Context: an optimization exercise on an open-source flow, tuned for a short achievable clock period and few clock cycles per item. The choices shown serve that exercise and are no tape-out recipe.
Function was checked by simulation only, so behaviour that the tests miss may differ from the original.
Power figures rest on the tool's default switching activity, not on a simulated workload.

===== flow/run.sh =====
#!/bin/bash
# synth_recipe.tcl (not shown) runs the flow's synth.tcl, then flattens the netlist and writes it again
# the make line also repeats each setting of config.mk as NAME=value (left out here)
make -C /OpenROAD-flow-scripts/flow DESIGN_CONFIG=/design/flow/config.mk WORK_HOME=/design/flow/orfs CLKGATE_MAP_FILE= SYNTH_SCRIPT=/design/flow/synth_recipe.tcl finish

===== flow/config.mk =====
export PLATFORM = sky130hd
export DESIGN_NAME = rsTop
export DESIGN_NICKNAME = rsTop
export VERILOG_FILES = /design/flow/design.v
export SDC_FILE = /design/flow/constraint.sdc
export NUM_CORES = 4
export LEC_CHECK = 0
export CAP_MARGIN = 20
export CORE_MARGIN = 2
export CORE_UTILIZATION = 25
export PLACE_DENSITY = 0.45
export SETUP_SLACK_MARGIN = 3
export SLEW_MARGIN = 20
export SYNTH_HIERARCHICAL = 1
export SYNTH_MINIMUM_KEEP_SIZE = 0

===== flow/constraint.sdc =====
create_clock -name core_clock -period 5.0 [get_ports {clk}]
set_input_delay 1.0000 -clock core_clock [delete_from_list [all_inputs] [get_ports {clk}]]
set_output_delay 1.0000 -clock core_clock [all_outputs]
set_load 0.01 [all_outputs]

===== flow/design.v =====
package rsPkg;
    localparam int DataWidth = 32;   
    localparam int TagWidth  = 4;    
    localparam int NumEntries = 8;
    localparam int SlotWidth  = $clog2(NumEntries);
    localparam int CreditInit = NumEntries;   
    typedef enum logic [2:0] {
        opAdd = 3'd0,
        opSub = 3'd1,
        opAnd = 3'd2,
        opOr  = 3'd3,
        opXor = 3'd4,
        opShl = 3'd5,   
        opShr = 3'd6,   
        opSlt = 3'd7    
    } rsOp;
endpackage
`timescale 1ns/1ps
import rsPkg::*;
module rsPg (
    input  logic a,
    input  logic b,
    input  logic s,
    output logic gN,
    output logic tN
);
    logic bb;
    assign bb = b ^ s;
    assign gN = !(a && bb);
    assign tN = !(a || bb);
endmodule
module rsPg0 (
    input  logic a,
    input  logic b,
    input  logic s,
    output logic gN
);
    assign gN = !(s ? (a || !b) : (a && b));
endmodule
module rsPreI (
    input  logic gNh,
    input  logic tNh,
    input  logic gNl,
    input  logic tNl,
    output logic g,
    output logic t
);
    assign g = !(gNh && (tNh || gNl));
    assign t = !(tNh || tNl);
endmodule
module rsPreT (
    input  logic gh,
    input  logic th,
    input  logic gl,
    input  logic tl,
    output logic gN,
    output logic tN
);
    assign gN = !(gh || (th && gl));
    assign tN = !(th && tl);
endmodule
module rsPreIg (
    input  logic gNh,
    input  logic tNh,
    input  logic gNl,
    output logic g
);
    assign g = !(gNh && (tNh || gNl));
endmodule
module rsPreTg (
    input  logic gh,
    input  logic th,
    input  logic gl,
    output logic gN
);
    assign gN = !(gh || (th && gl));
endmodule
module rsInv (
    input  logic a,
    output logic y
);
    assign y = !a;
endmodule
module rsEarly (
    input  logic e1,
    input  logic e0,
    input  logic fwd,
    input  logic ex,
    output logic f1,
    output logic f0
);
    assign f1 = (e1 && fwd) || ex;
    assign f0 = (e0 && fwd) || ex;
endmodule
module rsGate (
    input  logic l,
    input  logic r,
    input  logic fl,    
    input  logic fr,    
    input  logic f1,
    input  logic f0,
    output logic x1N,
    output logic x0N
);
    assign x1N = !((l && fl) || (r && fr) || f1);
    assign x0N = !((l && fl) || (r && fr) || f0);
endmodule
module rsMuxI (
    input  logic s,
    input  logic a1N,
    input  logic a0N,
    output logic y
);
    assign y = !(s ? a1N : a0N);
endmodule
module rsCand #(
    parameter bit Lt = 1'b0
) (
    input  logic       a,
    input  logic       b,
    input  logic       s,
    input  logic [3:0] tt1,
    input  logic [3:0] tt0,
    input  logic       lt,
    input  logic       a31,
    input  logic       b31,
    output logic       e1,
    output logic       e0
);
    logic bb, bb31;
    assign bb   = b ^ s;
    assign bb31 = b31 ^ s;
    assign e1 = (a ? (bb ? tt1[3] : tt1[2]) : (bb ? tt1[1] : tt1[0])) ||
                (Lt && lt && a31 && bb31);
    assign e0 = (a ? (bb ? tt0[3] : tt0[2]) : (bb ? tt0[1] : tt0[0])) ||
                (Lt && lt && (a31 || bb31));
endmodule
module rsShift (
    input  logic [DataWidth-1:0] a,
    input  logic [4:0]           sl,
    input  logic [4:0]           sr,
    output logic [DataWidth-1:0] l,
    output logic [DataWidth-1:0] r
);
    assign l = a << sl;
    assign r = a >> sr;
endmodule
module rsAlu #(
    parameter int K  = 5,   
    parameter int KS = 3    
) (
    input  logic [DataWidth-1:0]      a,
    input  logic [DataWidth-1:0]      b,
    input  logic                      sub,
    input  logic [1:0][3:0]           tt,     
    input  logic [3:0]                tt0,    
    input  logic [4:0]                sl,     
    input  logic [4:0]                sr,
    input  logic                      lt,
    input  logic [K-1:0]              fwd,
    input  logic [K-1:0]              fl,     
    input  logic [K-1:0]              fr,     
    input  logic [K-1:0][DataWidth-1:0] ex,
    output logic [K-1:0][DataWidth-1:0] y
);
    localparam int N = DataWidth;
    localparam int L = $clog2(DataWidth);
    logic [N-1:0] g [L+1];
    logic [N-1:0] t [L+1];
    logic [N-1:0] c;
    rsPg0 pg0Inst (.a(a[0]), .b(b[0]), .s(sub), .gN(g[0][0]));
    assign t[0][0] = 1'b0;   
    for (genvar i = 1; i < N; i++) begin : gPg
        rsPg pgInst (.a(a[i]), .b(b[i]), .s(sub), .gN(g[0][i]), .tN(t[0][i]));
    end
    for (genvar l = 1; l <= L; l++) begin : gLevel
        localparam int D = 1 << (l - 1);
        for (genvar i = 0; i < N; i++) begin : gBit
            if (i < D) begin : gPass
                rsInv invInst (.a(g[l-1][i]), .y(g[l][i]));
                assign t[l][i] = 1'b0;
            end else if (i < 2 * D) begin : gLast
                if (l % 2 == 1) begin : gI
                    rsPreIg preInst (.gNh(g[l-1][i]), .tNh(t[l-1][i]), .gNl(g[l-1][i-D]),
                                     .g(g[l][i]));
                end else begin : gT
                    rsPreTg preInst (.gh(g[l-1][i]), .th(t[l-1][i]), .gl(g[l-1][i-D]),
                                     .gN(g[l][i]));
                end
                assign t[l][i] = 1'b0;
            end else begin : gNode
                if (l % 2 == 1) begin : gI
                    rsPreI preInst (.gNh(g[l-1][i]), .tNh(t[l-1][i]), .gNl(g[l-1][i-D]),
                                    .tNl(t[l-1][i-D]), .g(g[l][i]), .t(t[l][i]));
                end else begin : gT
                    rsPreT preInst (.gh(g[l-1][i]), .th(t[l-1][i]), .gl(g[l-1][i-D]),
                                    .tl(t[l-1][i-D]), .gN(g[l][i]), .tN(t[l][i]));
                end
            end
        end
    end
    assign c = {g[L][N-2:0], sub};
    logic [N-1:0] shlV, shrV;
    rsShift shiftInst (.a(a), .sl(sl), .sr(sr), .l(shlV), .r(shrV));
    logic [K*N-1:0] yf;
    assign y = yf;
    for (genvar j = 0; j < N; j++) begin : gOb
        logic e1, e0, cs;
        assign cs = (j == 0) ? c[N-1] : c[j];
        if (j == 0) begin : gCand0
            rsCand #(.Lt(1'b1)) candInst (
                .a (a[j]), .b (b[j]), .s (sub), .tt1 (tt0), .tt0 (tt0),
                .lt (lt), .a31 (a[N-1]), .b31 (b[N-1]), .e1 (e1), .e0 (e0)
            );
        end else begin : gCandN
            rsCand #(.Lt(1'b0)) candInst (
                .a (a[j]), .b (b[j]), .s (sub), .tt1 (tt[1]), .tt0 (tt[0]),
                .lt (lt), .a31 (a[N-1]), .b31 (b[N-1]), .e1 (e1), .e0 (e0)
            );
        end
        for (genvar k = 0; k < K; k++) begin : gOut
            if (k < KS || j < 5) begin : gUsed
                logic f1, f0, x1N, x0N, yb;
                rsEarly earlyInst (.e1(e1), .e0(e0), .fwd(fwd[k]), .ex(ex[k][j]),
                                   .f1(f1), .f0(f0));
                rsGate gateInst (.l(shlV[j]), .r(shrV[j]), .fl(fl[k]), .fr(fr[k]),
                                 .f1(f1), .f0(f0), .x1N(x1N), .x0N(x0N));
                rsMuxI muxInst (.s(cs), .a1N(x1N), .a0N(x0N), .y(yb));
                assign yf[k*N+j] = yb;
            end else begin : gUnused
                assign yf[k*N+j] = 1'b0;
            end
        end
    end
endmodule
`timescale 1ns/1ps
import rsPkg::*;
module rsTop (
    input  logic                 clk,
    input  logic                 reset,
    input  logic                 flush,
    input  logic                 inValid,
    input  logic [2:0]           inOp,
    input  logic [TagWidth-1:0]  inDestTag,
    input  logic [TagWidth-1:0]  inTagA,
    input  logic [DataWidth-1:0] inValA,
    input  logic [TagWidth-1:0]  inTagB,
    input  logic [DataWidth-1:0] inValB,
    output logic                 creditReturn,
    output logic                 resultValid,
    output logic [TagWidth-1:0]  resultTag,
    output logic [DataWidth-1:0] resultData
);
    logic                 exValid;
    logic [TagWidth-1:0]  exTag;
    logic [DataWidth-1:0] exA;
    logic [DataWidth-1:0] exB;
    logic                 exSub;   
    logic                 exAddSub, exLogic, exShl, exShr, exSlt;
    logic [3:0]           exLt;    
    logic [3:0]           inLt;
    logic                 immA, immB, busA, busB;
    logic [4:0]           exSl;    
    logic [4:0]           exSr;    
    logic                 inShl, inShr;
    logic [4:0]           fwd;     
    logic [4:0]           fl, fr;  
    logic [4:0][DataWidth-1:0] ex;
    logic [4:0][DataWidth-1:0] aluY;
    always_comb begin
        case (inOp)
            opAnd:   inLt = 4'b1000;
            opOr:    inLt = 4'b1110;
            opXor:   inLt = 4'b0110;
            default: inLt = 4'b0000;
        endcase
    end
    assign immA = (inTagA == '0);
    assign immB = (inTagB == '0);
    assign busA = !immA && resultValid && (resultTag == inTagA);
    assign busB = !immB && resultValid && (resultTag == inTagB);
    assign inShl = (inOp == opShl);
    assign inShr = (inOp == opShr);
    assign fwd[2:0] = {!immB && !busB, !immA && !busA, 1'b1};
    assign fwd[3]   = fwd[2] && inShl;
    assign fwd[4]   = fwd[2] && inShr;
    assign fl       = fwd & {5{exShl}};
    assign fr       = fwd & {5{exShr}};
    assign ex[0] = '0;
    assign ex[1] = ({DataWidth{immA}} & inValA) | ({DataWidth{busA}} & resultData);
    assign ex[2] = ({DataWidth{immB}} & inValB) | ({DataWidth{busB}} & resultData);
    assign ex[3] = ex[2] & {DataWidth{inShl}};
    assign ex[4] = ex[2] & {DataWidth{inShr}};
    logic [1:0][3:0] tt;
    logic [3:0]      tt0;
    for (genvar e = 0; e < 4; e++) begin : gEntry
        localparam logic P = (e == 1) || (e == 2);
        for (genvar v = 0; v < 2; v++) begin : gCarry
            assign tt[v][e] = (exLogic && exLt[e]) || (exAddSub && (P ^ v));
        end
        assign tt0[e] = (exLogic && exLt[e]) || (exAddSub && (P ^ exSub));
    end
    rsAlu aluInst (
        .a   (exA),
        .b   (exB),
        .sub (exSub),
        .tt  (tt),
        .tt0 (tt0),
        .sl  (exSl),
        .sr  (exSr),
        .lt  (exSlt),
        .fwd (fwd),
        .fl  (fl),
        .fr  (fr),
        .ex  (ex),
        .y   (aluY)
    );
    always_ff @(posedge clk) begin
        if (reset || flush) begin
            exValid <= 1'b0;
        end else begin
            exValid <= inValid;
        end
        exTag    <= inDestTag;
        exSub    <= (inOp == opSub) || (inOp == opSlt);
        exAddSub <= (inOp == opAdd) || (inOp == opSub);
        exLogic  <= (inOp == opAnd) || (inOp == opOr) || (inOp == opXor);
        exShl    <= (inOp == opShl);
        exShr    <= (inOp == opShr);
        exSlt    <= (inOp == opSlt);
        exLt     <= inLt;
        exA      <= aluY[1];
        exB      <= aluY[2];
        exSl     <= aluY[3][4:0];
        exSr     <= aluY[4][4:0];
    end
    always_ff @(posedge clk) begin
        if (reset || flush) begin
            resultValid <= 1'b0;
        end else begin
            resultValid <= exValid;
        end
        resultTag  <= exTag;
        resultData <= aluY[0];
    end
    assign creditReturn = exValid;
endmodule

==> flow_metrics.py, run 1 <==
metrics = {
    "sta": {
        "max_freq_mhz": 377,
        "worst_pin_slew_ns": 0.940,
        "hold_violations": 0,
        "fin_skew_ns": 0.0184,
        "slew_headroom": 0.373,
        "rsz0062_at_grt": "true",
        "fin_ws_ns": 2.35,
        "tns_ns": 0,
        "min_period_over_period": 0.531,
        "final-setup-viol-count": 0,
        "maxSlewViolCount": 0,
        "period_minus_slack_ns": 2.65,
    },
    "power": {
        "internal-power_uw": 8090,
        "p_seq_frac": 0.146,
        "swShare": 0.541,
        "power.share.combinational": 0.775,
        "p_sw_uw": 9520,
        "powerDensity_nw_per_um2": 682,
        "peakVddDrop_mv": 0.454,
        "leakagePower_uw": 0.0104,
        "p_clk_frac": 0.080,
    },
    "cts": {
        "clk_pin_slew_worst_paths_ns": 0.07,
        "cts_buffers": 17,
        "clock-sinks": 124,
        "cts_tree": "built",
        "clk_path_buf_depth": 2,
        "clock_latency_ns": 0.51,
        "root_buffer": "clkbuf_16",
        "cts_hold_buf": 0,
        "cts_htree_levels": 4,
    },
    "route": {
        "wire_per_inst_um": 31.9,
        "via_per_inst": 6.14,
        "first_pass_iters": 5,
        "wirelength_mm": 98.0,
        "drcViolationCount": 0,
        "route.vias.total": 18900,
        "postRouteAntennaNets": 0,
        "drtIter0Drc": 2005,
    },
    "finish": {
        "synthToLayoutAreaGrowth_pct": 54.0,
        "nets": 2278,
        "fillers": 6479,
        "design_area_um2": 25800,
        "antenna_cells": 0,
        "layout-drive-gt1-share": 0.520,
    },
    "die": {
        "start_util": 0.254,
        "die_w_um": 263,
        "core_area_um2": 66100,
        "dieArea_um2": 69200,
        "num_io_pins": 121,
        "fp-row-count": 94,
        "die_h_um": 263,
    },
    "placement": {
        "placed_cell_area_um2": 19300,
        "gp_congestion": 0.914,
        "io_buffers": 120,
        "dp_slack_ns": 0.729,
        "dp_hpwl_mm": 53.2,
    },
    "synth": {
        "syn-cell-area_um2": 16800,
        "syn_area_per_cell_um2": 9.07,
        "ys.warnings.count": 11,
        "syn-instance-count": 1849,
    },
    "setup_path": {
        "setup.worst_path.class": "in -> reg",
        "critPathCaptureType": "flip-flop",
        "arrival_ns": 3.08,
        "critPathLaunchType": "input port",
        "critPathMaxFanout": 8,
        "ff2ff_path_depth": 7,
        "required_ns": 5.42,
    },
    "run": {
        "maxCapViolCount": 0,
    },
    "grt": {
        "grt_max_degree": 68,
        "grt_pass1_wl_mm": 127,
        "track_usage": 0.251,
        "overflow": 0,
        "grt_antenna_before_repair": 2,
        "grt_pass1_vias": 17700,
    },
    "worst_hold_path": {
        "hold_path_depth": 0,
        "hold_path_class": "reg -> reg",
    },
    "outcome": {
        "status": "timing/DRC/antenna clean",
    },
}
-- power groups by stage --
| stage | Combinational (µW) | Clock, µW | Sequential [µW] |
|---|---|---|---|
| global placement | 9680 | 0 | 2470 |
| floorplan | 7980 | 0 | 2090 |
| CTS | 11600 | 1430 | 2480 |
| finish | 13600 | 1400 | 2560 |
| detailed placement | 9780 | 0 | 2460 |
| global route | 14200 | 1450 | 2600 |
-- through the flow --
step                 util  instances  total power, µW  hold WS, ns
finish              0.391       3072            17600        0.327
global route        0.391       3072            18200        0.329
CTS                 0.354       2988            15500        0.327
detailed placement  0.292       2826            12200        0.319
global placement    0.292       2826            12100        0.312
floorplan               -       2006            10100        0.310
-- final cells by class --
type                       instances  area, µm²  share of cell area
tap                              864       1080              0.0418
multi-input combinational       1659      16900               0.652
timing repair buffer             352       4460               0.173
clock buffer                      18        439              0.0170
sequential                       124       2630               0.102
clock inverter                    14        184             0.00712
inverter                          41        184             0.00712
-- layout by cell type, fill, tap and decap left out, types with 26 or more instances in the layout --
cell type,count
buf_4,106
buf_6,61
o21ai_2,60
dfxtp_1,47
buf_16,29
clkbuf_16,28
a21o_1,214
dfxtp_2,57
conb_1,159
clkdlybuf4s50_1,73
a21oi_2,57
a32o_1,60
mux2i_1,142
nor2_4,37
nor2_2,57
a221oi_2,134
a221oi_1,77
mux4_2,94
nand2_1,95
nand2_2,26
o21ai_4,27
nor2_1,45
buf_12,47
-- final timing paths --
path	end	startpoint	slack, ns
worst max-delay path	exB[5]$_DFF_P_	inTagB[2]	2.35
worst min-delay path	resultTag[0]$_DFF_P_	exTag[0]$_DFF_P_	0.33
worst max register to register	exSl[1]$_DFF_P_	exSr[0]$_DFF_P_	2.36
worst min register to register	resultTag[0]$_DFF_P_	exTag[0]$_DFF_P_	0.33
-- per-layer routing --
metal | part of all wire | track usage | wire length [µm] | vias up
li1 | - | - | - | 7964
met1 | 0.41 | 0.325 | 40000 | 9507
met5 | 0 | 0 | 0 | -
met4 | 0.064 | 0.126 | 6230 | 0
met3 | 0.085 | 0.0501 | 8380 | 299
met2 | 0.44 | 0.397 | 43300 | 1104
-- state kept, by name, summed over array words and instances (netlist names) --
name and count:
exB 32, exSr 5, exTag 4, exShl 1, exLogic 1, exAddSub 1, exSl 5, exA 32
exValid 1, exLt 2, exSlt 1, resultTag 4, resultValid 1, exShr 1, exSub 1, resultData 32
-- timing repair --
action                                  in CTS  in global routing
pin swaps                                   78                 97
cloned                                      28                 24
gates resized for setup                    639                297
endpoints found under the setup margin     144                113
buffers inserted                           102                 60
-- critical path, stage by stage --
cell and delay [ns]:
buf_8 0.09, or4_4 0.56, and2_4 0.29, buf_12 0.20, a21oi_4 0.17, buf_6 0.13, buf_12 0.14, buf_16 0.20
a221oi_2 0.08, mux2i_1 0.16
Testbench counts, summed over its fixed seeds: cycles 3,216, items 3,200.
==> inputs of run 2 (changes only) <==
--- a/flow/design.v
+++ b/flow/design.v
@@ -135,6 +135,43 @@
     assign e0 = (a ? (bb ? tt0[3] : tt0[2]) : (bb ? tt0[1] : tt0[0])) ||
                 (Lt && lt && (a31 || bb31));
 endmodule
+module rsMx (
+    input  logic s,
+    input  logic a1,
+    input  logic a0,
+    output logic y
+);
+    assign y = s ? a1 : a0;
+endmodule
+module rsMxI (
+    input  logic s,
+    input  logic a1,
+    input  logic a0,
+    output logic y
+);
+    assign y = !(s ? a1 : a0);
+endmodule
+module rsMxZ (
+    input  logic s,
+    input  logic a0,
+    output logic y
+);
+    assign y = !s && a0;
+endmodule
+module rsMxZI (
+    input  logic s,
+    input  logic a0,
+    output logic y
+);
+    assign y = !(!s && a0);
+endmodule
+module rsMxOI (
+    input  logic s,
+    input  logic a0,
+    output logic y
+);
+    assign y = !(s || a0);
+endmodule
 module rsShift (
     input  logic [DataWidth-1:0] a,
     input  logic [4:0]           sl,
@@ -142,8 +179,49 @@
     output logic [DataWidth-1:0] l,
     output logic [DataWidth-1:0] r
 );
-    assign l = a << sl;
-    assign r = a >> sr;
+    localparam int N = DataWidth;
+    logic [N-1:0] vl [6];
+    logic [N-1:0] vr [6];
+    assign vl[0] = a;
+    assign vr[0] = a;
+    for (genvar m = 0; m < 5; m++) begin : gLvl
+        localparam int D = 1 << m;
+        localparam bit InvIn = (m > 0) && (m % 2 == 0);
+        for (genvar i = 0; i < N; i++) begin : gBit
+            if (i >= D) begin : gLm
+                if (m == 0) begin : gT
+                    rsMx mInst (.s(sl[m]), .a1(vl[m][i-D]), .a0(vl[m][i]), .y(vl[m+1][i]));
+                end else begin : gI
+                    rsMxI mInst (.s(sl[m]), .a1(vl[m][i-D]), .a0(vl[m][i]), .y(vl[m+1][i]));
+                end
+            end else begin : gLf
+                if (m == 0) begin : gT
+                    rsMxZ mInst (.s(sl[m]), .a0(vl[m][i]), .y(vl[m+1][i]));
+                end else if (!InvIn) begin : gZ
+                    rsMxZI mInst (.s(sl[m]), .a0(vl[m][i]), .y(vl[m+1][i]));
+                end else begin : gO
+                    rsMxOI mInst (.s(sl[m]), .a0(vl[m][i]), .y(vl[m+1][i]));
+                end
+            end
+            if (i + D < N) begin : gRm
+                if (m == 0) begin : gT
+                    rsMx mInst (.s(sr[m]), .a1(vr[m][i+D]), .a0(vr[m][i]), .y(vr[m+1][i]));
+                end else begin : gI
+                    rsMxI mInst (.s(sr[m]), .a1(vr[m][i+D]), .a0(vr[m][i]), .y(vr[m+1][i]));
+                end
+            end else begin : gRf
+                if (m == 0) begin : gT
+                    rsMxZ mInst (.s(sr[m]), .a0(vr[m][i]), .y(vr[m+1][i]));
+                end else if (!InvIn) begin : gZ
+                    rsMxZI mInst (.s(sr[m]), .a0(vr[m][i]), .y(vr[m+1][i]));
+                end else begin : gO
+                    rsMxOI mInst (.s(sr[m]), .a0(vr[m][i]), .y(vr[m+1][i]));
+                end
+            end
+        end
+    end
+    assign l = vl[5];
+    assign r = vr[5];
 endmodule
 module rsAlu #(
     parameter int K  = 5,   
==> run 2 against run 1 <==
Effect of this change:
- still clean
- count of clock-buffer cells in the layout is 1 higher
- combinational power is about 10% higher
- sequential share of layout area is 0.62 points lower
- flip-flop and latch count stayed put
- global-route usage is 1.0 points higher
- routed wire length is 5.8% lower
- largest cell class unchanged
==> flow_metrics.py, run 2 <==
metrics = {
    "outcome": {
        "status": "timing/DRC/antenna clean",
    },
    "power": {
        "leakagePower_uw": 0.0111,
        "peakVddDrop_mv": 0.444,
        "swShare": 0.535,
        "powerDensity_nw_per_um2": 688,
        "p_seq_frac": 0.133,
        "power.share.combinational": 0.799,
        "p_sw_uw": 10100,
        "internal-power_uw": 8760,
        "p_total_uw": 18800,
        "p_clk_frac": 0.068,
    },
    "die": {
        "core_area_um2": 64700,
        "fp-row-count": 93,
        "die_h_um": 260,
        "die_w_um": 260,
        "dieArea_um2": 67700,
        "num_io_pins": 121,
        "start_util": 0.254,
    },
    "setup_path": {
        "arrival_ns": 2.94,
        "crit_family": "simple AND/OR/NAND/NOR gates",
        "critPathLaunchType": "input port",
        "rr_startpoint": "exSub$_DFF_P_",
        "setup.worst_path.class": "in -> reg",
        "critPathMaxFanout": 6,
        "startpoint": "inTagB[2]",
        "worstPathCellList": "buf_8, or4_4, and2_4, buf_12, buf_6, a32o_2, a21o_1, a221oi_2, mux2i_1",
        "required_ns": 5.37,
        "critical_path.max_stage_delay_ns": 0.59,
        "crit_slowest_cell": "or4_4",
        "critPathCaptureType": "flip-flop",
        "path_buf_inv": 3,
    },
    "finish": {
        "final_common_cell": "a21o_1",
        "antenna_cells": 0,
        "most-common-layout-cells": "a21o_1, a221oi_2, mux2i_1, conb_1, buf_4",
        "largestRegisters": "exA x32, exB x32, resultData x32",
        "nets": 2251,
        "layout-drive-gt1-share": 0.596,
        "synthToLayoutAreaGrowth_pct": 66.8,
        "post-route-util": 0.423,
    },
    "sta": {
        "slew_headroom": 0.400,
        "tns_ns": 0,
        "hold-worst-slack_ns": 0.324,
        "max_freq_mhz": 390,
        "final-setup-viol-count": 0,
        "hold_violations": 0,
        "worst_pin_slew_ns": 0.901,
        "fin_skew_ns": 0.0147,
        "min_period_over_period": 0.513,
        "rsz0062_at_grt": "true",
        "period_minus_slack_ns": 2.57,
        "maxSlewViolCount": 0,
    },
    "placement": {
        "io_buffers": 120,
        "dp_hpwl_mm": 50.0,
        "gp_congestion": 0.868,
    },
    "run": {
        "maxCapViolCount": 0,
    },
    "route": {
        "wire_per_inst_um": 30.4,
        "wirelength_mm": 92.3,
        "postRouteAntennaNets": 0,
        "via_per_inst": 5.88,
        "drtIter0Drc": 1471,
        "first_pass_iters": 6,
        "route.vias.total": 17900,
        "drcViolationCount": 0,
    },
    "grt": {
        "grt_antenna_before_repair": 0,
        "grt_pass1_vias": 17800,
        "track_usage": 0.261,
        "overflow": 0,
        "grt_pass1_wl_mm": 128,
        "grt_max_degree": 65,
    },
    "cts": {
        "root_buffer": "clkbuf_16",
        "clk_path_buf_depth": 2,
        "cts_htree_levels": 4,
        "cts_tree": "built",
        "clock_latency_ns": 0.51,
        "cts_buffers": 17,
        "clock-sinks": 124,
        "clk_pin_slew_worst_paths_ns": 0.06,
    },
    "synth": {
        "syn_area_per_cell_um2": 9.49,
        "syn-cell-area_um2": 16400,
        "ys.warnings.count": 16,
        "syn-instance-count": 1730,
    },
    "worst_hold_path": {
        "hp-start": "exTag[3]$_DFF_P_",
        "hold_path_class": "reg -> reg",
    },
}
## run 2: power groups by stage
| stage | logic, µW | clock network (µW) | registers, µW |
|---|---|---|---|
| floorplan | 7770 | 0 | 2190 |
| global placement | 9430 | 0 | 2440 |
| detailed placement | 9520 | 0 | 2440 |
| CTS | 13300 | 1310 | 2470 |
| global route | 15600 | 1340 | 2560 |
| finish | 15000 | 1280 | 2510 |
## run 2: repair_timing
item / 4_1_cts / 5_1_grt
endpoints found under the hold margin: 0 / 0
setup buffers: 186 / 36
gates cloned: 42 / 6
setup endpoints to repair: 144 / 118
pin swaps: 124 / 135
hold buffers: 0 / 0
resized for setup: 875 / 262
## run 2: layout make-up
cell class | instances | area, µm²
clock buffer | 19 | 443
clock inverter | 13 | 120
fill | 6054 | 37300
inverter | 35 | 161
multi-input combinational | 1596 | 18000
sequential | 124 | 2620
tap | 855 | 1070
timing repair buffer | 394 | 4970
## run 2: through the flow
stage	worst slack [ns]	cells	instance area, µm²
detailed placement	0.872	2734	19100
CTS	2.49	2994	25600
floorplan	1.64	1887	17700
global placement	0.923	2734	19100
finish	2.43	3036	27400
global route	2.39	3036	27400
## run 2: worst paths after layout
path / slack [ns] / cells after the start / end
worst max register to register: 2.48 / 12 / resultData[25]$_DFF_P_
worst min register to register: 0.32 / 0 / resultTag[3]$_DFF_P_
worst min-delay path: 0.32 / 0 / resultTag[3]$_DFF_P_
worst max-delay path: 2.43 / 9 / exB[19]$_DFF_P_
## run 2: metal layers
layer	part of all wire	vias up	track usage	wire (µm)
met5	0	-	0	0
met4	0.061	0	0.130	5620
met3	0.076	242	0.0550	6980
met2	0.46	792	0.429	42600
met1	0.40	9111	0.324	37100
li1	-	7713	-	-
Testbench counts of run 2, summed over its fixed seeds: cycles 3,216, items 3,200.
==> inputs of run 3 (changes only) <==
--- a/flow/design.v
+++ b/flow/design.v
@@ -29,6 +29,18 @@
     assign gN = !(a && bb);
     assign tN = !(a || bb);
 endmodule
+module rsPgN (
+    input  logic a,
+    input  logic b,
+    input  logic sN,
+    output logic gN,
+    output logic tN
+);
+    logic bb;
+    assign bb = !(b ^ sN);
+    assign gN = !(a && bb);
+    assign tN = !(a || bb);
+endmodule
 module rsPg0 (
     input  logic a,
     input  logic b,
@@ -118,7 +130,6 @@
 ) (
     input  logic       a,
     input  logic       b,
-    input  logic       s,
     input  logic [3:0] tt1,
     input  logic [3:0] tt0,
     input  logic       lt,
@@ -127,13 +138,10 @@
     output logic       e1,
     output logic       e0
 );
-    logic bb, bb31;
-    assign bb   = b ^ s;
-    assign bb31 = b31 ^ s;
-    assign e1 = (a ? (bb ? tt1[3] : tt1[2]) : (bb ? tt1[1] : tt1[0])) ||
-                (Lt && lt && a31 && bb31);
-    assign e0 = (a ? (bb ? tt0[3] : tt0[2]) : (bb ? tt0[1] : tt0[0])) ||
-                (Lt && lt && (a31 || bb31));
+    assign e1 = (a ? (b ? tt1[3] : tt1[2]) : (b ? tt1[1] : tt1[0])) ||
+                (Lt && lt && a31 && !b31);
+    assign e0 = (a ? (b ? tt0[3] : tt0[2]) : (b ? tt0[1] : tt0[0])) ||
+                (Lt && lt && (a31 || !b31));
 endmodule
 module rsMx (
     input  logic s,
@@ -230,6 +238,7 @@
     input  logic [DataWidth-1:0]      a,
     input  logic [DataWidth-1:0]      b,
     input  logic                      sub,
+    input  logic                      subN,   
     input  logic [1:0][3:0]           tt,     
     input  logic [3:0]                tt0,    
     input  logic [4:0]                sl,     
@@ -249,7 +258,11 @@
     rsPg0 pg0Inst (.a(a[0]), .b(b[0]), .s(sub), .gN(g[0][0]));
     assign t[0][0] = 1'b0;   
     for (genvar i = 1; i < N; i++) begin : gPg
-        rsPg pgInst (.a(a[i]), .b(b[i]), .s(sub), .gN(g[0][i]), .tN(t[0][i]));
+        if (i < N / 2) begin : gLo
+            rsPg pgInst (.a(a[i]), .b(b[i]), .s(sub), .gN(g[0][i]), .tN(t[0][i]));
+        end else begin : gHi
+            rsPgN pgInst (.a(a[i]), .b(b[i]), .sN(subN), .gN(g[0][i]), .tN(t[0][i]));
+        end
     end
     for (genvar l = 1; l <= L; l++) begin : gLevel
         localparam int D = 1 << (l - 1);
@@ -287,12 +300,12 @@
         assign cs = (j == 0) ? c[N-1] : c[j];
         if (j == 0) begin : gCand0
             rsCand #(.Lt(1'b1)) candInst (
-                .a (a[j]), .b (b[j]), .s (sub), .tt1 (tt0), .tt0 (tt0),
+                .a (a[j]), .b (b[j]), .tt1 (tt0), .tt0 (tt0),
                 .lt (lt), .a31 (a[N-1]), .b31 (b[N-1]), .e1 (e1), .e0 (e0)
             );
         end else begin : gCandN
             rsCand #(.Lt(1'b0)) candInst (
-                .a (a[j]), .b (b[j]), .s (sub), .tt1 (tt[1]), .tt0 (tt[0]),
+                .a (a[j]), .b (b[j]), .tt1 (tt[1]), .tt0 (tt[0]),
                 .lt (lt), .a31 (a[N-1]), .b31 (b[N-1]), .e1 (e1), .e0 (e0)
             );
         end
@@ -334,7 +347,9 @@
     logic [DataWidth-1:0] exA;
     logic [DataWidth-1:0] exB;
     logic                 exSub;   
-    logic                 exAddSub, exLogic, exShl, exShr, exSlt;
+    logic                 exSubN;  
+    logic                 exAdd, exSubOp, exLogic, exShl, exShr, exSlt;
+    logic                 exShlN, exShrN;   
     logic [3:0]           exLt;    
     logic [3:0]           inLt;
     logic                 immA, immB, busA, busB;
@@ -362,8 +377,8 @@
     assign fwd[2:0] = {!immB && !busB, !immA && !busA, 1'b1};
     assign fwd[3]   = fwd[2] && inShl;
     assign fwd[4]   = fwd[2] && inShr;
-    assign fl       = fwd & {5{exShl}};
-    assign fr       = fwd & {5{exShr}};
+    assign fl       = {fwd[4:1] & ~{4{exShlN}}, exShl};
+    assign fr       = {fwd[4:1] & ~{4{exShrN}}, exShr};
     assign ex[0] = '0;
     assign ex[1] = ({DataWidth{immA}} & inValA) | ({DataWidth{busA}} & resultData);
     assign ex[2] = ({DataWidth{immB}} & inValB) | ({DataWidth{busB}} & resultData);
@@ -374,14 +389,16 @@
     for (genvar e = 0; e < 4; e++) begin : gEntry
         localparam logic P = (e == 1) || (e == 2);
         for (genvar v = 0; v < 2; v++) begin : gCarry
-            assign tt[v][e] = (exLogic && exLt[e]) || (exAddSub && (P ^ v));
+            assign tt[v][e] = (exLogic && exLt[e]) || (exAdd && (P ^ v)) ||
+                              (exSubOp && !(P ^ v));
         end
-        assign tt0[e] = (exLogic && exLt[e]) || (exAddSub && (P ^ exSub));
+        assign tt0[e] = (exLogic && exLt[e]) || ((exAdd || exSubOp) && P);
     end
     rsAlu aluInst (
         .a   (exA),
         .b   (exB),
         .sub (exSub),
+        .subN(exSubN),
         .tt  (tt),
         .tt0 (tt0),
         .sl  (exSl),
@@ -401,7 +418,11 @@
         end
         exTag    <= inDestTag;
         exSub    <= (inOp == opSub) || (inOp == opSlt);
-        exAddSub <= (inOp == opAdd) || (inOp == opSub);
+        exSubN   <= !((inOp == opSub) || (inOp == opSlt));
+        exAdd    <= (inOp == opAdd);
+        exSubOp  <= (inOp == opSub);
+        exShlN   <= !(inOp == opShl);
+        exShrN   <= !(inOp == opShr);
         exLogic  <= (inOp == opAnd) || (inOp == opOr) || (inOp == opXor);
         exShl    <= (inOp == opShl);
         exShr    <= (inOp == opShr);
==> run 3 against run 2 <==
Effect of this change:
- sequential power is 18% lower
- utilization is 4.8 points lower
- cell area is 12% lower
- global-route usage is 1.8 points lower
- setup slack better by 0.050 ns
- maximum frequency is 2.0% higher
- via count is 5.5% lower
- flip-flop and latch count is 4 higher
- synthesized area is 1.7% lower
- first-iteration DRC count is 8.8% higher
- largest cell class unchanged
==> flow_metrics.py, run 3 <==
metrics = {
    "route": {
        "via_per_inst": 5.92,
        "first_pass_iters": 5,
        "met3_length_mm": 5.64,
        "postRouteAntennaNets": 0,
        "met2WireLength_mm": 40.0,
        "drtIter0Drc": 1600,
        "wire_per_inst_um": 30.2,
        "met1_length_mm": 34.8,
        "top_layer_used": "met5",
        "route.vias.total": 16900,
        "drcViolationCount": 0,
        "wirelength_mm": 86.1,
    },
    "sta": {
        "min_period_over_period": 0.503,
        "rsz0062_at_grt": "true",
        "worst_pin_slew_ns": 1.16,
        "tns_ns": 0,
        "hold_violations": 0,
        "fin_skew_ns": 0.0175,
        "max_freq_mhz": 398,
        "period_minus_slack_ns": 2.52,
        "maxSlewViolCount": 0,
        "final-setup-viol-count": 0,
        "slew_headroom": 0.224,
    },
    "cts": {
        "cts_hold_buf": 0,
        "root_buffer": "clkbuf_16",
        "clk_pin_slew_worst_paths_ns": 0.07,
        "cts_tree": "built",
        "clk_path_buf_depth": 2,
        "clock-sinks": 128,
        "clock_latency_ns": 0.48,
        "cts_buffers": 17,
        "cts_htree_levels": 4,
    },
    "synth": {
        "syn_area_per_cell_um2": 9.60,
        "syn-instance-count": 1681,
        "syn-cell-area_um2": 16100,
        "ys.warnings.count": 16,
    },
    "finish": {
        "nets": 2064,
        "layout-drive-gt1-share": 0.498,
        "most-common-layout-cells": "a21o_1, a221oi_2, mux2i_1, conb_1, buf_4",
        "post-route-util": 0.375,
        "final_common_cell": "a21o_1",
        "largestRegisters": "exA x32, exB x32, resultData x32",
        "synthToLayoutAreaGrowth_pct": 49.2,
    },
    "setup_path": {
        "crit_slowest_cell": "or4_4",
        "critPathMaxFanout": 8,
        "critical_path.max_stage_delay_ns": 0.56,
        "critPathLaunchType": "input port",
        "worstPathCellList": "buf_8, or4_4, buf_12, and2_4, a32o_2, a21o_1, a221oi_2, mux2i_1",
        "setup.worst_path.class": "in -> reg",
        "arrival_ns": 2.86,
        "regToRegSetupSlack_ns": 2.52,
        "required_ns": 5.34,
        "critPathCaptureType": "flip-flop",
    },
    "die": {
        "num_io_pins": 121,
        "start_util": 0.252,
        "dieArea_um2": 66600,
        "die_w_um": 258,
        "fp-row-count": 93,
        "die_h_um": 258,
        "core_area_um2": 64100,
    },
    "outcome": {
        "status": "timing/DRC/antenna clean",
    },
    "power": {
        "leakagePower_uw": 0.00998,
        "peakVddDrop_mv": 0.345,
        "powerDensity_nw_per_um2": 477,
    },
    "grt": {
        "grt_antenna_before_repair": 5,
        "grt_pass1_vias": 16700,
        "track_usage": 0.243,
        "grt_pass1_wl_mm": 119,
        "overflow": 0,
        "grt_max_degree": 39,
    },
    "placement": {
        "gp_congestion": 0.937,
        "dp_hpwl_mm": 50.8,
        "io_buffers": 120,
    },
    "run": {
        "maxCapViolCount": 0,
    },
    "worst_hold_path": {
        "hold_path_class": "reg -> reg",
    },
}
-- run 3: through the flow --
stage                     area (µm²)  hold slack [ns]  setup slack, ns  total power [µW]  std cells
after global routing           24100            0.334             2.44             11900       2849
after global placement         18400            0.310            0.870              7620       2658
after CTS                      22400            0.326             2.55             10500       2822
after detailed placement       18400            0.312            0.819              7670       2659
after floorplan                16900            0.310             1.07              6180       1809
final                          24100            0.325             2.48             11500       2851
-- run 3: layout make-up --
| cell class | count | area, µm² |
|---|---|---|
| fill | 6212 | 40000 |
| sequential | 128 | 2690 |
| multi-input combinational | 1515 | 16400 |
| tap | 855 | 1070 |
| inverter | 34 | 129 |
| timing repair buffer | 285 | 3220 |
| clock inverter | 13 | 139 |
| antenna | 2 | 5.00 |
| clock buffer | 19 | 453 |
-- run 3: worst max-delay path: cells and delay by family --
| family | cells | cell delay (ns) |
|---|---|---|
| simple gates | 2 | 0.82 |
| compound gates | 3 | 0.65 |
| buf+inv | 2 | 0.28 |
| mux | 1 | 0.10 |
-- run 3: report_power, final --
| group | leakage, µW | internal [µW] | switching [µW] |
|---|---|---|---|
| sequential | 0.00108 | 1410 | 646 |
| combinational | 0.00861 | 3390 | 4680 |
| clock | 0.000290 | 729 | 622 |
-- run 3: metal layers --
metal	vias to the layer above	GRT usage
met5	-	0
met4	2	0.137
met3	224	0.0318
met2	741	0.400
met1	8543	0.306
li1	7370	-
-- run 3: worst paths after layout --
| check | startpoint | to | cells after the start |
|---|---|---|---|
| max | inTagB[3] | exB[2]$_DFF_P_ | 8 |
| min | exTag[0]$_DFF_P_ | resultTag[0]$_DFF_P_ | 0 |
| min reg2reg | exTag[0]$_DFF_P_ | resultTag[0]$_DFF_P_ | 0 |
| max reg2reg | exSr[0]$_DFF_P_ | exSl[0]$_DFF_P_ | 11 |
-- run 3: timing repair --
item	4_1_cts	5_1_grt
setup endpoints to repair	144	113
gates resized for setup	679	235
buffers inserted	100	14
pin swaps	71	88
hold endpoints to repair	0	0
cloned	31	13
Testbench counts of run 3, summed over its fixed seeds: cycles 3,216, items 3,200.
==> inputs of run 4 (changes only) <==
--- a/flow/design.v
+++ b/flow/design.v
@@ -231,6 +231,18 @@
     assign l = vl[5];
     assign r = vr[5];
 endmodule
+module rsFwd (
+    input  logic [TagWidth-1:0] t,
+    input  logic [TagWidth-1:0] r,     
+    input  logic                rv,    
+    output logic                imm,
+    output logic                bus,
+    output logic                fwd
+);
+    assign imm = (t == '0);
+    assign bus = !imm && rv && (t == r);
+    assign fwd = !imm && !(rv && (t == r));
+endmodule
 module rsAlu #(
     parameter int K  = 5,   
     parameter int KS = 3    
@@ -244,9 +256,9 @@
     input  logic [4:0]                sl,     
     input  logic [4:0]                sr,
     input  logic                      lt,
-    input  logic [K-1:0]              fwd,
-    input  logic [K-1:0]              fl,     
-    input  logic [K-1:0]              fr,     
+    input  logic [K-1:0][3:0]         fwd,
+    input  logic [K-1:0][3:0]         fl,     
+    input  logic [K-1:0][3:0]         fr,     
     input  logic [K-1:0][DataWidth-1:0] ex,
     output logic [K-1:0][DataWidth-1:0] y
 );
@@ -312,9 +324,9 @@
         for (genvar k = 0; k < K; k++) begin : gOut
             if (k < KS || j < 5) begin : gUsed
                 logic f1, f0, x1N, x0N, yb;
-                rsEarly earlyInst (.e1(e1), .e0(e0), .fwd(fwd[k]), .ex(ex[k][j]),
+                rsEarly earlyInst (.e1(e1), .e0(e0), .fwd(fwd[k][j/8]), .ex(ex[k][j]),
                                    .f1(f1), .f0(f0));
-                rsGate gateInst (.l(shlV[j]), .r(shrV[j]), .fl(fl[k]), .fr(fr[k]),
+                rsGate gateInst (.l(shlV[j]), .r(shrV[j]), .fl(fl[k][j/8]), .fr(fr[k][j/8]),
                                  .f1(f1), .f0(f0), .x1N(x1N), .x0N(x0N));
                 rsMuxI muxInst (.s(cs), .a1N(x1N), .a0N(x0N), .y(yb));
                 assign yf[k*N+j] = yb;
@@ -352,12 +364,12 @@
     logic                 exShlN, exShrN;   
     logic [3:0]           exLt;    
     logic [3:0]           inLt;
-    logic                 immA, immB, busA, busB;
+    logic [3:0]           immA, immB, busA, busB, fwdA, fwdB;   
     logic [4:0]           exSl;    
     logic [4:0]           exSr;    
     logic                 inShl, inShr;
-    logic [4:0]           fwd;     
-    logic [4:0]           fl, fr;  
+    logic [4:0][3:0]      fwd;     
+    logic [4:0][3:0]      fl, fr;  
     logic [4:0][DataWidth-1:0] ex;
     logic [4:0][DataWidth-1:0] aluY;
     always_comb begin
@@ -368,20 +380,30 @@
             default: inLt = 4'b0000;
         endcase
     end
-    assign immA = (inTagA == '0);
-    assign immB = (inTagB == '0);
-    assign busA = !immA && resultValid && (resultTag == inTagA);
-    assign busB = !immB && resultValid && (resultTag == inTagB);
+    for (genvar q = 0; q < 4; q++) begin : gByte
+        rsFwd fwdAInst (.t(inTagA), .r(resultTag), .rv(resultValid),
+                        .imm(immA[q]), .bus(busA[q]), .fwd(fwdA[q]));
+        rsFwd fwdBInst (.t(inTagB), .r(resultTag), .rv(resultValid),
+                        .imm(immB[q]), .bus(busB[q]), .fwd(fwdB[q]));
+    end
     assign inShl = (inOp == opShl);
     assign inShr = (inOp == opShr);
-    assign fwd[2:0] = {!immB && !busB, !immA && !busA, 1'b1};
-    assign fwd[3]   = fwd[2] && inShl;
-    assign fwd[4]   = fwd[2] && inShr;
-    assign fl       = {fwd[4:1] & ~{4{exShlN}}, exShl};
-    assign fr       = {fwd[4:1] & ~{4{exShrN}}, exShr};
+    assign fwd[0] = '1;
+    assign fwd[1] = fwdA;
+    assign fwd[2] = fwdB;
+    assign fwd[3] = fwdB & {4{inShl}};
+    assign fwd[4] = fwdB & {4{inShr}};
+    assign fl[0]  = {4{exShl}};
+    assign fr[0]  = {4{exShr}};
+    for (genvar k = 1; k < 5; k++) begin : gShSel
+        assign fl[k] = fwd[k] & ~{4{exShlN}};
+        assign fr[k] = fwd[k] & ~{4{exShrN}};
+    end
     assign ex[0] = '0;
-    assign ex[1] = ({DataWidth{immA}} & inValA) | ({DataWidth{busA}} & resultData);
-    assign ex[2] = ({DataWidth{immB}} & inValB) | ({DataWidth{busB}} & resultData);
+    for (genvar j = 0; j < DataWidth; j++) begin : gEx
+        assign ex[1][j] = (immA[j/8] & inValA[j]) | (busA[j/8] & resultData[j]);
+        assign ex[2][j] = (immB[j/8] & inValB[j]) | (busB[j/8] & resultData[j]);
+    end
     assign ex[3] = ex[2] & {DataWidth{inShl}};
     assign ex[4] = ex[2] & {DataWidth{inShr}};
     logic [1:0][3:0] tt;
==> run 4 against run 3 <==
Effect of this change:
- combinational power barely moved
- sequential share of layout area fell by 0.052 points
- critical path type is now reg -> reg
- critical path depth rose by 1
- global-route usage fell by 2.8 points
- die area rose by 2.3%
- non-clock buffer count fell by 12
- via count fell by 3.3%
- first-iteration DRC count fell by 34%
==> flow_metrics.py, run 4 <==
metrics = {
    "setup_path": {
        "setup.worst_path.class": "reg -> reg",
        "crit_slowest_cell": "dfxtp_4",
        "critPathMaxFanout": 16,
        "required_ns": 5.40,
        "critical_path.max_stage_delay_ns": 0.44,
        "arrival_ns": 2.86,
        "worstPathCellList": "buf_16, mux2_4, mux2i_2, mux2i_2, mux2i_4, buf_4, mux2i_2, a221oi_2, mux2i_1",
        "critPathCaptureType": "flip-flop",
        "cp_common_cell": "mux2i_2",
        "critPathLaunchType": "flip-flop",
    },
    "sta": {
        "fin_skew_ns": 0.0227,
        "rsz0062_at_grt": "true",
        "worst_pin_slew_ns": 1.22,
        "final-setup-viol-count": 0,
        "maxSlewViolCount": 0,
        "min_period_over_period": 0.492,
        "hold_violations": 0,
        "slew_headroom": 0.185,
        "tns_ns": 0,
        "period_minus_slack_ns": 2.46,
        "max_freq_mhz": 407,
    },
    "grt": {
        "grt_pass1_wl_mm": 108,
        "track_usage": 0.215,
        "overflow": 0,
        "grt_max_degree": 65,
        "grt_antenna_before_repair": 2,
        "grt_pass1_vias": 16200,
    },
    "die": {
        "die_w_um": 261,
        "core_area_um2": 65500,
        "dieArea_um2": 68100,
        "die_h_um": 261,
        "start_util": 0.252,
        "fp-row-count": 94,
        "num_io_pins": 121,
    },
    "finish": {
        "nets": 2132,
        "layout-drive-gt1-share": 0.477,
        "synthToLayoutAreaGrowth_pct": 46.5,
        "final_common_cell": "a21o_1",
        "largestRegisters": "exA x32, exB x32, resultData x32",
        "most-common-layout-cells": "a21o_1, a221oi_2, mux2i_1, conb_1, buf_4",
        "fillers": 6445,
    },
    "cts": {
        "clock-sinks": 128,
        "cts_hold_buf": 0,
        "cts_tree": "built",
        "clk_path_buf_depth": 2,
        "root_buffer": "clkbuf_16",
        "clk_pin_slew_worst_paths_ns": 0.08,
        "cts_htree_levels": 4,
        "cts_buffers": 17,
        "clock_latency_ns": 0.52,
    },
    "route": {
        "drtIter0Drc": 1061,
        "wirelength_mm": 76.2,
        "drcViolationCount": 0,
        "first_pass_iters": 5,
        "wire_per_inst_um": 26.0,
        "postRouteAntennaNets": 0,
        "via_per_inst": 5.57,
        "route.vias.total": 16300,
    },
    "synth": {
        "syn_area_per_cell_um2": 9.44,
        "ys.warnings.count": 16,
        "syn-instance-count": 1748,
        "syn-cell-area_um2": 16500,
    },
    "run": {
        "maxCapViolCount": 0,
    },
    "placement": {
        "gp_congestion": 0.907,
        "io_buffers": 120,
        "dp_hpwl_mm": 51.5,
    },
    "power": {
        "powerDensity_nw_per_um2": 477,
        "p_total_uw": 11500,
        "leakagePower_uw": 0.0100,
        "peakVddDrop_mv": 0.294,
    },
    "worst_hold_path": {
        "hold_path_class": "reg -> reg",
    },
    "outcome": {
        "status": "timing/DRC/antenna clean",
    },
}
run 4: final cells by class:
class                      instances  area (µm²)  share of cell area
multi-input combinational       1555       16700               0.690
timing repair buffer             273        2860               0.118
sequential                       128        2690               0.111
tap                              864        1080              0.0447
clock buffer                      17         425              0.0176
inverter                          74         292              0.0121
clock inverter                    15         150             0.00621
antenna                            2        5.00            0.000207
run 4: power breakdown:
part,total [µW],internal (µW),switching [µW],leakage (µW)
Combinational,8110,3540,4570,0.00868
Clock,1340,697,646,0.000277
Sequential,2090,1400,685,0.00108
run 4: worst max-delay path: cells and delay by family, from the launching register on:
kind,cells,cell delay (ns)
buffers and inverters,2,0.37
DFF,1,0.44
AOI/OAI and AO/OA,1,0.29
muxes,6,1.22
run 4: final timing paths:
kind	start	endpoint	slack (ns)	depth (start not counted)
worst max-delay path	exSr[0]$_DFF_P_	exSl[1]$_DFF_P_	2.54	9
worst min-delay path	exTag[0]$_DFF_P_	resultTag[0]$_DFF_P_	0.33	0
worst max register to register	exSr[0]$_DFF_P_	exSl[1]$_DFF_P_	2.54	9
worst min register to register	exTag[0]$_DFF_P_	resultTag[0]$_DFF_P_	0.33	0
run 4: timing repair:
| item | in CTS | in global routing |
|---|---|---|
| cloned | 8 | 5 |
| gates resized for setup | 515 | 289 |
| setup buffers | 99 | 37 |
| pin swaps | 13 | 101 |
| setup endpoints to repair | 144 | 117 |
run 4: metrics by stage:
stage                     instances   util  area (µm²)  hold slack (ns)  worst slack (ns)
after CTS                      2884  0.340       22200            0.326              2.60
after global placement         2745  0.296       19400            0.311              1.21
final                          2928  0.369       24200            0.325              2.54
after floorplan                1876      -       17900            0.310              2.60
after global routing           2927  0.369       24200            0.327              2.46
after detailed placement       2745  0.296       19400            0.313              1.20
run 4: per-layer routing:
layer | track usage | vias up | routed length [µm]
met2 | 0.360 | 527 | 36500
met5 | 0 | - | 0
met1 | 0.276 | 8262 | 32900
li1 | - | 7427 | -
met4 | 0.0919 | 0 | 2940
met3 | 0.0287 | 104 | 3780
Testbench counts of run 4, summed over its fixed seeds: cycles 3,216, items 3,200.
==> inputs of run 5 (changes only) <==
--- a/flow/design.v
+++ b/flow/design.v
@@ -98,24 +98,24 @@
     input  logic e0,
     input  logic fwd,
     input  logic ex,
-    output logic f1,
-    output logic f0
+    output logic f1N,
+    output logic f0N
 );
-    assign f1 = (e1 && fwd) || ex;
-    assign f0 = (e0 && fwd) || ex;
+    assign f1N = !((e1 && fwd) || ex);
+    assign f0N = !((e0 && fwd) || ex);
 endmodule
 module rsGate (
-    input  logic l,
-    input  logic r,
-    input  logic fl,    
-    input  logic fr,    
-    input  logic f1,
-    input  logic f0,
+    input  logic lN,
+    input  logic rN,
+    input  logic flN,   
+    input  logic frN,   
+    input  logic f1N,
+    input  logic f0N,
     output logic x1N,
     output logic x0N
 );
-    assign x1N = !((l && fl) || (r && fr) || f1);
-    assign x0N = !((l && fl) || (r && fr) || f0);
+    assign x1N = (lN || flN) && (rN || frN) && f1N;
+    assign x0N = (lN || flN) && (rN || frN) && f0N;
 endmodule
 module rsMuxI (
     input  logic s,
@@ -143,14 +143,6 @@
     assign e0 = (a ? (b ? tt0[3] : tt0[2]) : (b ? tt0[1] : tt0[0])) ||
                 (Lt && lt && (a31 || !b31));
 endmodule
-module rsMx (
-    input  logic s,
-    input  logic a1,
-    input  logic a0,
-    output logic y
-);
-    assign y = s ? a1 : a0;
-endmodule
 module rsMxI (
     input  logic s,
     input  logic a1,
@@ -159,13 +151,6 @@
 );
     assign y = !(s ? a1 : a0);
 endmodule
-module rsMxZ (
-    input  logic s,
-    input  logic a0,
-    output logic y
-);
-    assign y = !s && a0;
-endmodule
 module rsMxZI (
     input  logic s,
     input  logic a0,
@@ -184,8 +169,8 @@
     input  logic [DataWidth-1:0] a,
     input  logic [4:0]           sl,
     input  logic [4:0]           sr,
-    output logic [DataWidth-1:0] l,
-    output logic [DataWidth-1:0] r
+    output logic [DataWidth-1:0] lN,
+    output logic [DataWidth-1:0] rN
 );
     localparam int N = DataWidth;
     logic [N-1:0] vl [6];
@@ -194,33 +179,21 @@
     assign vr[0] = a;
     for (genvar m = 0; m < 5; m++) begin : gLvl
         localparam int D = 1 << m;
-        localparam bit InvIn = (m > 0) && (m % 2 == 0);
+        localparam bit InvIn = (m % 2 == 1);
         for (genvar i = 0; i < N; i++) begin : gBit
             if (i >= D) begin : gLm
-                if (m == 0) begin : gT
-                    rsMx mInst (.s(sl[m]), .a1(vl[m][i-D]), .a0(vl[m][i]), .y(vl[m+1][i]));
-                end else begin : gI
-                    rsMxI mInst (.s(sl[m]), .a1(vl[m][i-D]), .a0(vl[m][i]), .y(vl[m+1][i]));
-                end
+                rsMxI mInst (.s(sl[m]), .a1(vl[m][i-D]), .a0(vl[m][i]), .y(vl[m+1][i]));
             end else begin : gLf
-                if (m == 0) begin : gT
-                    rsMxZ mInst (.s(sl[m]), .a0(vl[m][i]), .y(vl[m+1][i]));
-                end else if (!InvIn) begin : gZ
+                if (!InvIn) begin : gZ
                     rsMxZI mInst (.s(sl[m]), .a0(vl[m][i]), .y(vl[m+1][i]));
                 end else begin : gO
                     rsMxOI mInst (.s(sl[m]), .a0(vl[m][i]), .y(vl[m+1][i]));
                 end
             end
             if (i + D < N) begin : gRm
-                if (m == 0) begin : gT
-                    rsMx mInst (.s(sr[m]), .a1(vr[m][i+D]), .a0(vr[m][i]), .y(vr[m+1][i]));
-                end else begin : gI
-                    rsMxI mInst (.s(sr[m]), .a1(vr[m][i+D]), .a0(vr[m][i]), .y(vr[m+1][i]));
-                end
+                rsMxI mInst (.s(sr[m]), .a1(vr[m][i+D]), .a0(vr[m][i]), .y(vr[m+1][i]));
             end else begin : gRf
-                if (m == 0) begin : gT
-                    rsMxZ mInst (.s(sr[m]), .a0(vr[m][i]), .y(vr[m+1][i]));
-                end else if (!InvIn) begin : gZ
+                if (!InvIn) begin : gZ
                     rsMxZI mInst (.s(sr[m]), .a0(vr[m][i]), .y(vr[m+1][i]));
                 end else begin : gO
                     rsMxOI mInst (.s(sr[m]), .a0(vr[m][i]), .y(vr[m+1][i]));
@@ -228,8 +201,8 @@
             end
         end
     end
-    assign l = vl[5];
-    assign r = vr[5];
+    assign lN = vl[5];
+    assign rN = vr[5];
 endmodule
 module rsFwd (
     input  logic [TagWidth-1:0] t,
@@ -257,8 +230,8 @@
     input  logic [4:0]                sr,
     input  logic                      lt,
     input  logic [K-1:0][3:0]         fwd,
-    input  logic [K-1:0][3:0]         fl,     
-    input  logic [K-1:0][3:0]         fr,     
+    input  logic [K-1:0][3:0]         flN,    
+    input  logic [K-1:0][3:0]         frN,    
     input  logic [K-1:0][DataWidth-1:0] ex,
     output logic [K-1:0][DataWidth-1:0] y
 );
@@ -303,8 +276,8 @@
         end
     end
     assign c = {g[L][N-2:0], sub};
-    logic [N-1:0] shlV, shrV;
-    rsShift shiftInst (.a(a), .sl(sl), .sr(sr), .l(shlV), .r(shrV));
+    logic [N-1:0] shlN, shrN;
+    rsShift shiftInst (.a(a), .sl(sl), .sr(sr), .lN(shlN), .rN(shrN));
     logic [K*N-1:0] yf;
     assign y = yf;
     for (genvar j = 0; j < N; j++) begin : gOb
@@ -323,11 +296,11 @@
         end
         for (genvar k = 0; k < K; k++) begin : gOut
             if (k < KS || j < 5) begin : gUsed
-                logic f1, f0, x1N, x0N, yb;
+                logic f1N, f0N, x1N, x0N, yb;
                 rsEarly earlyInst (.e1(e1), .e0(e0), .fwd(fwd[k][j/8]), .ex(ex[k][j]),
-                                   .f1(f1), .f0(f0));
-                rsGate gateInst (.l(shlV[j]), .r(shrV[j]), .fl(fl[k][j/8]), .fr(fr[k][j/8]),
-                                 .f1(f1), .f0(f0), .x1N(x1N), .x0N(x0N));
+                                   .f1N(f1N), .f0N(f0N));
+                rsGate gateInst (.lN(shlN[j]), .rN(shrN[j]), .flN(flN[k][j/8]),
+                                 .frN(frN[k][j/8]), .f1N(f1N), .f0N(f0N), .x1N(x1N), .x0N(x0N));
                 rsMuxI muxInst (.s(cs), .a1N(x1N), .a0N(x0N), .y(yb));
                 assign yf[k*N+j] = yb;
             end else begin : gUnused
@@ -360,7 +333,7 @@
     logic [DataWidth-1:0] exB;
     logic                 exSub;   
     logic                 exSubN;  
-    logic                 exAdd, exSubOp, exLogic, exShl, exShr, exSlt;
+    logic                 exAdd, exSubOp, exLogic, exSlt;
     logic                 exShlN, exShrN;   
     logic [3:0]           exLt;    
     logic [3:0]           inLt;
@@ -369,7 +342,7 @@
     logic [4:0]           exSr;    
     logic                 inShl, inShr;
     logic [4:0][3:0]      fwd;     
-    logic [4:0][3:0]      fl, fr;  
+    logic [4:0][3:0]      flN, frN;  
     logic [4:0][DataWidth-1:0] ex;
     logic [4:0][DataWidth-1:0] aluY;
     always_comb begin
@@ -393,11 +366,11 @@
     assign fwd[2] = fwdB;
     assign fwd[3] = fwdB & {4{inShl}};
     assign fwd[4] = fwdB & {4{inShr}};
-    assign fl[0]  = {4{exShl}};
-    assign fr[0]  = {4{exShr}};
+    assign flN[0] = {4{exShlN}};
+    assign frN[0] = {4{exShrN}};
     for (genvar k = 1; k < 5; k++) begin : gShSel
-        assign fl[k] = fwd[k] & ~{4{exShlN}};
-        assign fr[k] = fwd[k] & ~{4{exShrN}};
+        assign flN[k] = ~fwd[k] | {4{exShlN}};
+        assign frN[k] = ~fwd[k] | {4{exShrN}};
     end
     assign ex[0] = '0;
     for (genvar j = 0; j < DataWidth; j++) begin : gEx
@@ -427,8 +400,8 @@
         .sr  (exSr),
         .lt  (exSlt),
         .fwd (fwd),
-        .fl  (fl),
-        .fr  (fr),
+        .flN (flN),
+        .frN (frN),
         .ex  (ex),
         .y   (aluY)
     );
@@ -446,8 +419,6 @@
         exShlN   <= !(inOp == opShl);
         exShrN   <= !(inOp == opShr);
         exLogic  <= (inOp == opAnd) || (inOp == opOr) || (inOp == opXor);
-        exShl    <= (inOp == opShl);
-        exShr    <= (inOp == opShr);
         exSlt    <= (inOp == opSlt);
         exLt     <= inLt;
         exA      <= aluY[1];
==> run 5 against run 4 <==
Effect of this change:
- still clean
- setup slack better by 0.0077 ns
- via count is 0.53% higher
- combinational power shrank 3.9%
- critical path depth did not move
- non-clock buffer count increased by 7
- total power is 0.73% lower
- critical path type unchanged
==> flow_metrics.py, run 5 <==
metrics = {
    "grt": {
        "grt_max_degree": 40,
        "met2_usage": 0.333,
        "grt.met3_usage": 0.0312,
        "track_usage": 0.211,
        "met1_usage": 0.284,
        "grt_pass1_vias": 15700,
        "grt_antenna_before_repair": 6,
        "grt_pass1_wl_mm": 106,
        "busiest_layer": "met2",
        "overflow": 0,
    },
    "cts": {
        "cts_htree_levels": 4,
        "clk_pin_slew_worst_paths_ns": 0.06,
        "root_buffer": "clkbuf_16",
        "clock_latency_ns": 0.50,
        "clock-sinks": 126,
        "clk_path_buf_depth": 2,
        "cts_buffers": 17,
        "cts_tree": "built",
    },
    "finish": {
        "synthToLayoutAreaGrowth_pct": 43.5,
        "ff_latch_area_um2": 2690,
        "layout-drive-gt1-share": 0.463,
        "multiInputGateArea_um2": 16100,
        "post-route-util": 0.362,
        "nets": 2134,
        "most-common-layout-cells": "o221a_1, mux2i_1, a21oi_2, conb_1, buf_4",
        "largestRegisters": "exA x32, exB x32, resultData x32",
        "fillers": 6510,
        "design_area_um2": 23800,
        "final_common_cell": "o221a_1",
    },
    "power": {
        "powerDensity_nw_per_um2": 482,
        "peakVddDrop_mv": 0.310,
        "leakagePower_uw": 0.00798,
        "p_total_uw": 11500,
    },
    "setup_path": {
        "regToRegSetupSlack_ns": 2.55,
        "critical_path.max_stage_delay_ns": 0.43,
        "setup.worst_path.class": "reg -> reg",
        "crit_slowest_cell": "dfxtp_4",
        "startpoint": "exSl[0]$_DFF_P_",
        "reg2reg_to": "resultData[24]$_DFF_P_",
        "arrival_ns": 2.81,
        "critPathCaptureType": "flip-flop",
        "rr_startpoint": "exSl[0]$_DFF_P_",
        "critPathLaunchType": "flip-flop",
        "critPathMaxFanout": 6,
        "worstPathCellList": "clkbuf_16, mux2i_2, mux2i_2, mux2i_2, mux2i_4, buf_12, mux2i_4, o221a_1, mux2i_2",
        "cp_common_cell": "mux2i_2",
        "required_ns": 5.36,
        "ff2ff_path_depth": 9,
    },
    "route": {
        "wire_per_inst_um": 25.1,
        "route.vias.total": 16400,
        "via_per_inst": 5.60,
        "postRouteAntennaNets": 0,
        "drtIter0Drc": 1416,
        "first_pass_iters": 5,
        "wirelength_mm": 73.7,
        "drcViolationCount": 0,
    },
    "sta": {
        "slew_headroom": 0.451,
        "final-setup-viol-count": 0,
        "worst_pin_slew_ns": 0.824,
        "fin_skew_ns": 0.0261,
        "tns_ns": 0,
        "max_freq_mhz": 408,
        "period_minus_slack_ns": 2.45,
        "hold-worst-slack_ns": 0.324,
        "hold_violations": 0,
        "maxSlewViolCount": 0,
        "rsz0062_at_grt": "true",
        "min_period_over_period": 0.490,
    },
    "worst_hold_path": {
        "hold_path_depth": 0,
        "hold_path_class": "reg -> reg",
        "hp-start": "exTag[2]$_DFF_P_",
        "whs_endpoint": "resultTag[2]$_DFF_P_",
    },
    "synth": {
        "syn_area_per_cell_um2": 9.50,
        "syn-cell-area_um2": 16600,
        "ys.warnings.count": 16,
        "syn-instance-count": 1743,
    },
    "die": {
        "die_h_um": 261,
        "start_util": 0.252,
        "num_io_pins": 121,
        "dieArea_um2": 68300,
        "fp-row-count": 94,
        "die_w_um": 261,
        "core_area_um2": 65600,
    },
    "placement": {
        "dp_hpwl_mm": 49.3,
        "io_buffers": 120,
        "placed_cell_area_um2": 18800,
        "gp_congestion": 0.940,
    },
    "outcome": {
        "status": "timing/DRC/antenna clean",
    },
    "run": {
        "maxCapViolCount": 0,
    },
}
[run 5: changes by cell type in the layout (fill, tap and decap cells not counted), moves of 27 or more]
cell / change
a21oi_1: +105
a221oi_1: -27
a21o_1: -213
mux2i_1: +53
o221a_1: +212
dfxtp_1: -31
mux2_4: -62
a221oi_2: -185
a21oi_2: +104
nor2_1: -27
[run 5: per-stage QoR]
step,instances,worst slack [ns]
6_report,2931,2.55
5_1_grt,2928,2.50
4_1_cts,2905,2.73
3_5_place_dp,2746,1.12
3_3_place_gp,2746,1.22
2_1_floorplan,1871,2.57
[run 5: worst max-delay path by stage]
stage | to | slack (ns) | depth (start not counted)
final | resultData[24]$_DFF_P_ | 2.55 | 9
after global routing | resultData[24]$_DFF_P_ | 2.50 | 9
after CTS | exA[27]$_DFF_P_ | 2.73 | 9
after detailed placement | exSr[0]$_DFF_P_ | 1.12 | 7
after global placement | exSr[0]$_DFF_P_ | 1.22 | 7
after floorplan | exSr[1]$_DFF_P_ | 2.57 | 8
[run 5: area by class of cell]
cell class,instances,area share
Antenna cell,3,0.000316
Tap cell,864,0.0455
Sequential cell,126,0.113
Clock buffer,19,0.0191
Clock inverter,13,0.00842
Timing Repair Buffer,280,0.123
Inverter,73,0.0124
Multi-Input combinational cell,1553,0.678
[run 5: metal layers]
layer,up-vias,share of wire,routed length [µm]
met5,-,0,0
met4,0,0.045,3310
met3,154,0.069,5100
met2,731,0.45,33500
met1,8122,0.43,31800
li1,7400,-,-
[run 5: critical path: cells and delay by family (launching register included)]
| family | cells | cell delay (ns) |
|---|---|---|
| compound gates | 1 | 0.26 |
| buf+inv | 2 | 0.39 |
| flops | 1 | 0.43 |
| mux | 6 | 1.23 |
[run 5: power breakdown]
group	total (µW)	internal (µW)	switching [µW]
Combinational	7790	3470	4320
Clock	1470	875	598
Sequential	2190	1410	783
Total	11500	5760	5700
[run 5: repair_timing]
action / in CTS / in global routing
setup endpoints to repair: 144 / 114
hold buffers: 0 / 0
gates cloned: 10 / 2
gates resized for setup: 657 / 181
pin swaps: 40 / 33
setup buffers: 117 / 21
Testbench counts of run 5, summed over its fixed seeds: cycles 3,216, items 3,200.

## separate check: timing with driven ports
No port has a modelled driver above. Below, the same layouts with a new extraction and two added sets of constraints.
Step 1: set_driving_cell puts a clkbuf_16 on clk and a buf_2 on each other input, an assumption about the parent block.
Step 2 also shifts input and output timing later by t, the mid clock arrival at the registers, as if the neighbouring blocks saw the same clock.
Slacks: ideal / step 1 / step 2; pairs: ideal / step 1.
| run | shift t [ns] | setup WS [ns] | clock arrival spread, ns | worst register clock-pin slew, ns | cell pins on the clock port's net |
|---|---|---|---|---|---|
| run 1 | 0.553 | 2.347 / 2.356 / 1.813 | 0.019 / 0.018 | 0.08 / 0.08 | 1 |
| run 2 | 0.562 | 2.435 / 2.458 / 1.895 | 0.014 / 0.015 | 0.07 / 0.07 | 1 |
| run 3 | 0.536 | 2.485 / 2.503 / 1.967 | 0.018 / 0.017 | 0.08 / 0.08 | 1 |
| run 4 | 0.570 | 2.541 / 2.541 / 2.120 | 0.023 / 0.023 | 0.08 / 0.08 | 1 |
| run 5 | 0.555 | 2.548 / 2.548 / 2.254 | 0.027 / 0.026 | 0.07 / 0.07 | 1 |
After both steps every run listed still meets setup and hold. For run 2, which loses most, drivers alone change the setup slack by +0.023 ns; drivers and shift together by -0.540 ns.
